Source: an optimization exercise on an open RTL-to-GDS flow (aim: small area, a short achievable clock period and few clock cycles). Production flows keep margins and buffers that such runs may drop. Only the layout flow was run in this run; the RTL was not checked for function there.

==> run.sh <==
#!/bin/bash
# synth_recipe.tcl (not shown) runs the flow's synth.tcl, then flattens the netlist and writes it again
# the make line also repeats each setting of config.mk as NAME=value (left out here)
make -C /OpenROAD-flow-scripts/flow DESIGN_CONFIG=/design/flow/config.mk WORK_HOME=/design/flow/orfs CLKGATE_MAP_FILE= SYNTH_SCRIPT=/design/flow/synth_recipe.tcl finish
==> config.mk <==
export PLATFORM = sky130hd
export DESIGN_NAME = voxel_ray_traversal_unit
export DESIGN_NICKNAME = voxel_ray_traversal_unit
export VERILOG_FILES = /design/flow/design.v
export SDC_FILE = /design/flow/constraint.sdc
export NUM_CORES = 4
export LEC_CHECK = 0
export CAP_MARGIN = 20
export CORE_MARGIN = 2
export CORE_UTILIZATION = 40
export SETUP_SLACK_MARGIN = 4.0
export SLEW_MARGIN = 20
==> constraint.sdc <==
create_clock -name core_clock -period 8.0 [get_ports {clk}]
set_input_delay 1.6000 -clock core_clock [delete_from_list [all_inputs] [get_ports {clk}]]
set_output_delay 1.6000 -clock core_clock [all_outputs]
set_load 0.01 [all_outputs]
==> design.v <==
`default_nettype none
package vrt_pkg;
    localparam int CRD_W    = 16;
    localparam int IDX_W    = 8;
    localparam int T_W      = 32;
    localparam int VS_W     = 5;
    localparam int NUM_AXES = 3;
    localparam logic [T_W-1:0] T_SAT = '1;
    typedef enum logic [1:0] {
        ST_IDLE,
        ST_DIV_LOAD,
        ST_DIV_WAIT,
        ST_EMIT
    } vrt_state_t;
    typedef enum logic [1:0] {
        OP_IDX_S,
        OP_IDX_E,
        OP_TNEXT,
        OP_TSTEP
    } div_op_t;
    typedef struct packed {
        logic       capture;
        logic       div_start;
        logic       div_store;
        logic       emit;
        div_op_t    op;
        logic [1:0] axis;
    } vrt_cmd_t;
    typedef struct packed {
        logic                div_done;
        logic [NUM_AXES-1:0] flat;
        logic                last_now;
    } vrt_status_t;
endpackage
`default_nettype wire
`default_nettype none
module voxel_ray_traversal_unit (
    input  wire logic        clk,
    input  wire logic        rst_n,
    input  wire logic        start,
    output logic             busy,
    input  wire logic        voxel_size_we,
    input  wire logic [4:0]  voxel_size,
    input  wire logic [15:0] start_x,
    input  wire logic [15:0] start_y,
    input  wire logic [15:0] start_z,
    input  wire logic [15:0] end_x,
    input  wire logic [15:0] end_y,
    input  wire logic [15:0] end_z,
    output logic             voxel_valid,
    output logic [7:0]       voxel_x,
    output logic [7:0]       voxel_y,
    output logic [7:0]       voxel_z,
    output logic             last_voxel_flag,
    output logic             truncated
);
    function automatic logic [17:0] rstep4(input logic [17:0] x, input logic [15:0] d1);
        logic [17:0] m;
        logic [15:0] r;
        logic        q1, q0;
        m  = {1'b0, x[17:1]} - {2'b00, d1};
        q1 = !m[17];
        r  = q1 ? m[15:0] : x[16:1];
        m  = {1'b0, r, x[0]} - {2'b00, d1};
        q0 = !m[17];
        r  = q0 ? m[15:0] : {r[14:0], x[0]};
        rstep4 = {q1, q0, r};
    endfunction
    function automatic logic [5:0] istep(input logic [4:0] r, input logic b,
                                         input logic [4:0] v);
        logic [6:0] m;
        m = {1'b0, r, b} - {2'b00, v};
        istep = m[6] ? {1'b0, r[3:0], b} : {1'b1, m[4:0]};
    endfunction
    logic [4:0]  v;             
    logic        fe_idx, fe_init, fe_rdy;
    logic [1:0]  fcnt;
    logic [7:0]  ncur  [3];     
    logic [7:0]  nendv [3];     
    logic [2:0]  nneg;
    logic [4:0]  ri_s  [3];
    logic [4:0]  ri_e  [3];
    logic [15:0] d1    [3];     
    logic [15:0] rn    [3];
    logic [15:0] rs    [3];
    logic [7:0]  slo   [3];
    logic [2:0]  sat_n;
    logic [2:0]  sat_s;
    logic        be_div, be_emit;
    logic [3:0]  bcnt;
    logic [7:0]  cur   [3];
    logic [7:0]  endv  [3];
    logic [2:0]  neg;
    logic [31:0] tn    [3];
    logic [31:0] ts    [3];
    logic [2:0]  ovf;
    logic        valid_r, last_r, trunc_r, first;
    logic [5:0]  count;
    logic [15:0] s_in [3];
    logic [15:0] e_in [3];
    logic        fe_idle, done, be_free, xfer, cap;
    assign s_in[0] = start_x;
    assign s_in[1] = start_y;
    assign s_in[2] = start_z;
    assign e_in[0] = end_x;
    assign e_in[1] = end_y;
    assign e_in[2] = end_z;
    assign fe_idle = !(fe_idx || fe_init || fe_rdy);
    assign done    = valid_r && last_r;
    assign be_free = !(be_div || be_emit) || done;
    assign busy    = !fe_idle || (be_div && !done);
    assign cap     = !busy;       
    assign xfer    = (fe_init || fe_rdy) && be_free;
    logic [15:0] rn_nx [3];
    logic [15:0] rs_nx [3];
    logic [1:0]  qn    [3];
    logic [1:0]  qs    [3];
    logic [4:0]  ris_nx [3];
    logic [4:0]  rie_nx [3];
    logic [1:0]  qis   [3];
    logic [1:0]  qie   [3];
    always_comb begin
        for (int a = 0; a < 3; a++) begin
            logic [17:0] st;
            logic [5:0]  is;
            st = rstep4({rn[a], slo[a][7:6]}, d1[a]);
            qn[a] = st[17:16];
            rn_nx[a] = st[15:0];
            st = rstep4({rs[a], 2'b00}, d1[a]);
            qs[a] = st[17:16];
            rs_nx[a] = st[15:0];
            is = istep(ri_s[a], ncur[a][7], v);
            qis[a][1] = is[5];
            is = istep(is[4:0], ncur[a][6], v);
            qis[a][0] = is[5];
            ris_nx[a] = is[4:0];
            is = istep(ri_e[a], nendv[a][7], v);
            qie[a][1] = is[5];
            is = istep(is[4:0], nendv[a][6], v);
            qie[a][0] = is[5];
            rie_nx[a] = is[4:0];
        end
    end
    logic [5:0]  hi  [3];
    logic [7:0]  lo  [3];
    logic        n_at_end;
    always_comb begin
        for (int a = 0; a < 3; a++) begin
            if (nneg[a]) begin
                hi[a] = {1'b0, v} + {1'b0, ri_s[a]};
                lo[a] = slo[a];
            end else begin
                hi[a] = {1'b0, v} - {1'b0, ri_s[a]} - {5'd0, (slo[a] != 8'd0)};
                lo[a] = 8'd0 - slo[a];
            end
        end
        n_at_end = (ncur[0] == nendv[0]) && (ncur[1] == nendv[1]) && (ncur[2] == nendv[2]);
    end
    logic [2:0]  pre_ax;
    logic        pre;
    logic [2:0]  allone;
    logic        lt01, lt02, lt12;
    logic [2:0]  axm;           
    logic [2:0]  stepm;         
    logic        step_en;
    logic        do_pre;
    logic [32:0] tsum [3];
    logic        at_end_nx;
    logic [2:0]  eq;
    logic [2:0]  eqs;
    always_comb begin
        for (int a = 0; a < 3; a++) begin
            pre_ax[a] = neg[a] && (cur[a] != endv[a]);
            eq[a]     = (cur[a] == endv[a]);
            eqs[a]    = neg[a] ? (cur[a] == endv[a] + 8'd1) : (cur[a] + 8'd1 == endv[a]);
            allone[a] = &tn[a];
            tsum[a]   = {1'b0, tn[a]} + {1'b0, ts[a]};
        end
        pre  = |pre_ax;
        lt01 = !ovf[0] && (ovf[1] ? !allone[0] : (tn[0] < tn[1]));
        lt02 = !ovf[0] && (ovf[2] ? !allone[0] : (tn[0] < tn[2]));
        lt12 = !ovf[1] && (ovf[2] ? !allone[1] : (tn[1] < tn[2]));
        axm[0] = lt01 && lt02;
        axm[1] = !lt01 && lt12;
        axm[2] = !axm[0] && !axm[1];
        do_pre  = first && pre;
        step_en = !done && (do_pre || be_emit);
        stepm   = do_pre ? pre_ax : axm;
        at_end_nx = (stepm[0] ? eqs[0] : eq[0]) &&
                    (stepm[1] ? eqs[1] : eq[1]) &&
                    (stepm[2] ? eqs[2] : eq[2]);
    end
    always_ff @(posedge clk or negedge rst_n) begin
        if (!rst_n) begin
            fe_idx  <= 1'b0;
            fe_init <= 1'b0;
            fe_rdy  <= 1'b0;
            fcnt    <= '0;
            be_div  <= 1'b0;
            be_emit <= 1'b0;
            bcnt    <= '0;
            valid_r <= 1'b0;
            v       <= 5'd1;
        end else begin
            if (voxel_size_we)
                v <= (voxel_size == 5'd0) ? 5'd1 : voxel_size;
            fcnt <= fcnt + 1'b1;
            if (!busy) begin
                fe_idx <= start;
                fcnt   <= '0;
            end else if (fe_idx) begin
                if (fcnt == 2'd3) begin
                    fe_idx  <= 1'b0;
                    fe_init <= 1'b1;
                end
            end else if (fe_init) begin
                fe_init <= 1'b0;
                fe_rdy  <= !xfer;
            end else if (xfer) begin
                fe_rdy  <= 1'b0;
            end
            bcnt <= bcnt + 1'b1;
            if (xfer) begin
                be_div  <= 1'b1;
                be_emit <= 1'b0;
                bcnt    <= '0;
                valid_r <= 1'b1;
            end else if (done) begin
                be_div  <= 1'b0;
                be_emit <= 1'b0;
                valid_r <= 1'b0;
            end else begin
                if (be_div && bcnt == 4'd15) begin
                    be_div  <= 1'b0;
                    be_emit <= 1'b1;
                end
                valid_r <= step_en;
            end
        end
    end
    always_ff @(posedge clk) begin
        if (cap) begin
            for (int a = 0; a < 3; a++) begin
                ncur[a]  <= s_in[a][15:8];
                nendv[a] <= e_in[a][15:8];
                slo[a]   <= s_in[a][7:0];
                d1[a]    <= e_in[a];
                ri_s[a]  <= '0;
                ri_e[a]  <= '0;
            end
        end else if (fe_idx) begin
            for (int a = 0; a < 3; a++) begin
                ncur[a]  <= {ncur[a][5:0], qis[a]};
                nendv[a] <= {nendv[a][5:0], qie[a]};
                ri_s[a]  <= ris_nx[a];
                ri_e[a]  <= rie_nx[a];
            end
            if (fcnt == 2'd0) begin
                for (int a = 0; a < 3; a++) begin
                    logic [16:0] x;
                    x       = {1'b0, d1[a]} - {1'b0, ncur[a], slo[a]};
                    nneg[a] <= x[16];
                    d1[a]   <= x[15:0];
                end
            end else if (fcnt == 2'd1) begin
                for (int a = 0; a < 3; a++)
                    if (nneg[a])
                        d1[a] <= 16'd0 - d1[a];
            end
        end else if (fe_init) begin
            for (int a = 0; a < 3; a++) begin
                rn[a]    <= {10'd0, hi[a]};
                rs[a]    <= {11'd0, v};
                slo[a]   <= lo[a];
                sat_n[a] <= (d1[a][15:6] == 10'd0) && (d1[a][5:0] <= hi[a]);
                sat_s[a] <= (d1[a][15:5] == 11'd0) && (d1[a][4:0] <= v);
            end
        end else if (be_div) begin
            for (int a = 0; a < 3; a++) begin
                rn[a]  <= rn_nx[a];
                rs[a]  <= rs_nx[a];
                slo[a] <= {slo[a][5:0], 2'b00};
            end
        end
        if (xfer) begin
            for (int a = 0; a < 3; a++) begin
                cur[a]  <= ncur[a];
                endv[a] <= nendv[a];
                ovf[a]  <= 1'b0;
            end
            neg     <= nneg;
            last_r  <= n_at_end;
            trunc_r <= 1'b0;
            first   <= 1'b1;
            count   <= '0;
        end else begin
            if (be_div) begin
                for (int a = 0; a < 3; a++) begin
                    tn[a] <= {tn[a][29:0], qn[a] | {2{sat_n[a]}}};
                    ts[a] <= {ts[a][29:0], qs[a] | {2{sat_s[a]}}};
                end
            end
            if (step_en) begin
                for (int a = 0; a < 3; a++) begin
                    if (stepm[a])
                        cur[a] <= neg[a] ? cur[a] - 8'd1 : cur[a] + 8'd1;
                    if (!do_pre && axm[a]) begin
                        tn[a]  <= tsum[a][31:0];
                        ovf[a] <= ovf[a] | tsum[a][32];
                    end
                end
                first   <= 1'b0;
                count   <= count + 1'b1;
                last_r  <= at_end_nx || (count == 6'd62);
                trunc_r <= !at_end_nx && (count == 6'd62);
            end
        end
    end
    assign voxel_valid     = valid_r;
    assign voxel_x         = cur[0];
    assign voxel_y         = cur[1];
    assign voxel_z         = cur[2];
    assign last_voxel_flag = last_r;
    assign truncated       = trunc_r;
endmodule
`default_nettype wire
==> out/metrics.cfg <==
[status]
status = no timing/DRC/antenna violations

[clock_tree]
clk_pin_slew_ns = 0.06
htree_levels = 3
cts_made_buffers = 70
cts_tree = yes
cts.sink_count = 527
clock_latency_ns = 0.66
clockBufferDepth = 3
cts_hold_buf = 0
clk_root_buffer_cell = clkbuf_16

[routing]
drt-initial-drc-count = 3858
post_drt_wl_per_cell_um = 21.6
drt_wl_total_mm = 163
drc = 0
ant_nets = 0
drt_first_pass_iters = 7
viasPerCell = 5.79
vias = 43700

[hold_path]
worstHoldStart = ts[0][2]$_DFFE_PP_
hold_path_class = register to register

[yosys]
synth_area_um2 = 48100
synth_top_area_share_pct = 29.3
synthTopCellsByCount = ha_1 (576), nand2_1 (488), edfxtp_1 (469), a21oi_1 (450), o21ai_0 (408)
synthesis.nets = 6079
ys_types = 96
syn_avg_cell_area_um2 = 8.97
netlist_instances = 5362
synth_edf_count = 469
yosysMostFrequentCell = ha_1
ys_top_cells_by_area = edfxtp_1 (29%), ha_1 (15%), xnor2_1 (5.2%)
synth_warnings = 26
synthFlopType = edfxtp_1
ys_ff_latch = 527
synth_top_cell_by_area = edfxtp_1
async_reset_ff_share_pct = 3.23
seq_area_frac_synth_pct = 31.9

[floorplan]
initial_core_util_pct = 40.2
fp.dieW_um = 351
ios = 133
design.core.area_um2 = 119000
die_area_um2 = 123000
num_rows = 127
die_h_um = 351

[sta]
setup_viol = 0
tns_ns = 0
layout_min_cycle_time_ns = 4.79
fin_crit_sh_pct = 59.9
fmax_mhz = 209
slew_violations = 0
hold_viol_final = 0
maxSlewHeadroom_pct = 25.3
worst_slew_pin_slew_ns = 1.12
finalClockSkew_ns = 0.0555
rsz0062_at_grt = true

[setup_path]
crit_type = register to register
worstPathRequired_ns = 8.38
arrival_ns = 5.18
cp_cell_sequence = inv_2, ha_4, o21ai_4, a21oi_4, o41ai_4, a311oi_2, o211ai_1, buf_4, nand2_8, buf_12, nor2_4, a21oi_4, ha_4, nor2b_4, o21a_1, o21ai_4, a21oi_4, a2111oi_4, o31a_1, o211ai_1, buf_4, buf_12, mux2i_2, mux2i_1
slowest_stage = edfxtp_1
r2r-start = d1[2][2]$_DFFE_PP_
startpoint_type = register
end_kind = register
critPathBufInv = 5
crit_start = d1[2][2]$_DFFE_PP_
crit_fanout = 7
crit_family = compound AO/OA/AOI/OAI gates
slowest_delay_ns = 0.45
cp_common_cell = a21oi_4

[global_route]
track_usage_pct = 25.2
grt_overflow = 0
grt_first_pass_wirelength_mm = 241
grt_max_degree = 127
antenna_found_initial = 7
grt_pass1_vias = 41500

[cells_and_area]
nNetsFinal = 6595
fill_cells = 10900
drive_gt1_share_pct = 19.5
postLayoutCoreUtil_pct = 50.8
area_delta_synth_final_pct = 26.3

[place]
io_buffer_count = 132
dp_hpwl_mm = 112
routabilityCongestion = 0.890

[flow_run]
maxCapViolCount = 0

==> per-stage QoR <==
step | hold WS (ns) | instance area, um2 | cells | setup slack, ns
2_1_floorplan | 0.431 | 48900 | 5362 | 3.42
3_3_place_gp | 0.442 | 51700 | 6979 | 2.33
3_5_place_dp | 0.440 | 51700 | 6980 | 2.20
4_1_cts | 0.407 | 58200 | 7416 | 3.29
5_1_grt | 0.434 | 60700 | 7546 | 3.05
6_report | 0.422 | 60700 | 7548 | 3.21
==> sequential cells by signal, summed over array words and instances, names as in the netlist, 2 cells and up <==
signal  flops
cur        24
ts         96
nneg        3
tn         96
count       6
endv       24
neg         3
ncur       24
sat_s       3
v           5
bcnt        4
ovf         3
slo        24
rs         48
d1         48
ri_s       15
nendv      24
fcnt        2
rn         48
sat_n       3
ri_e       15
==> worst register-to-register path: stages, from the launching register on <==
cell and delay, ns:
edfxtp_1 0.45, inv_2 0.13, ha_4 0.22, o21ai_4 0.16, a21oi_4 0.06, o41ai_4 0.28
a311oi_2 0.19, o211ai_1 0.21, buf_4 0.18, nand2_8 0.09, buf_12 0.20, nor2_4 0.10
a21oi_4 0.05, ha_4 0.27, nor2b_4 0.12, o21a_1 0.22, o21ai_4 0.10, a21oi_4 0.18
a2111oi_4 0.05, o31a_1 0.34, o211ai_1 0.21, buf_4 0.23, buf_12 0.16, mux2i_2 0.22
mux2i_1 0.09
==> cell type report <==
cell class / count / area (um2) / share of cell area (%)
Timing Repair inverter: 2 / 13.8 / 0.0227
Inverter: 322 / 1320 / 2.17
Tap cell: 1612 / 2020 / 3.32
Multi-Input combinational cell: 4360 / 34100 / 56.2
Timing Repair Buffer: 595 / 5600 / 9.22
Clock buffer: 91 / 1880 / 3.10
Clock inverter: 37 / 433 / 0.713
Antenna cell: 2 / 5.00 / 0.00824
Sequential cell: 527 / 15300 / 25.3
==> final timing paths <==
kind	slack, ns	depth (start not counted)	endpoint
setup / recovery	3.21	24	rn[2][5]$_DFFE_PP_
hold / removal	0.42	0	ts[0][4]$_DFFE_PP_
setup reg to reg	3.21	24	rn[2][5]$_DFFE_PP_
hold reg to reg	0.42	0	ts[0][4]$_DFFE_PP_
max in group asynchronous	6.37	2	v[0]$_DFFE_PN1P_
min in group asynchronous	1.31	2	v[1]$_DFFE_PN0P_
==> placed cells by master (no fill, tap or decap), drive strengths merged, types with 71 or more instances in the layout <==
cell,count
a21o,127
a21oi,454
buf,457
clkbuf,96
clkdlybuf4s50,132
edfxtp,469
ha,576
inv,312
mux2i,165
nand2,490
nand2b,71
nand3,120
nor2,404
nor2b,75
nor3,117
o21ai,456
xnor2,292
xor2,140
==> metal layers <==
metal | track usage [%] | vias to the layer above | wire [um]
li1 | - | 20800 | -
met1 | 34.5 | 21100 | 72200
met2 | 40.1 | 1435 | 73200
met3 | 3.93 | 319 | 11200
met4 | 8.80 | 6 | 6220
met5 | 0 | - | 40
==> cells by family (layout without fill, tap and decap cells) <==
group	Yosys count	in the layout	share of synthesized area, %
simple gates	1588	1591	15.7
xor+xnor	432	432	7.95
fa+ha+maj	612	612	16.5
compound gates	1513	1517	19.6
buf+inv	482	1047	3.90
mux	208	208	4.44
flops	527	527	31.9
other cells	0	2	0
==> what timing repair did <==
action                     CTS  global route
pin swaps                  158           175
setup buffers              291           125
setup endpoints to repair  210           210
cloned                      17             5
resized for setup          387           308

==> what the ideal ports hide <==
In the flow no input, the clock included, has a driving cell. The finished layout below was timed again as built, in two steps. Step 1, drivers: a clkbuf_16 drives clk and a buf_2 each remaining input, both assumed. Step 2 also shifts input and output timing later by t, the mid clock arrival at the registers, as if the neighbouring blocks saw the same clock. Slacks: no drivers / after step 1 / after step 2; pairs: no drivers / after step 1.
t, ns: 0.708
setup WS [ns]: 3.207 / 3.207 / 3.207
worst hold slack (ns): 0.422 / 0.422 / 0.422
After both steps this run still meets setup and hold. The setup slack of this run moves by 0.000 ns with the drivers and by 0.000 ns with both steps.
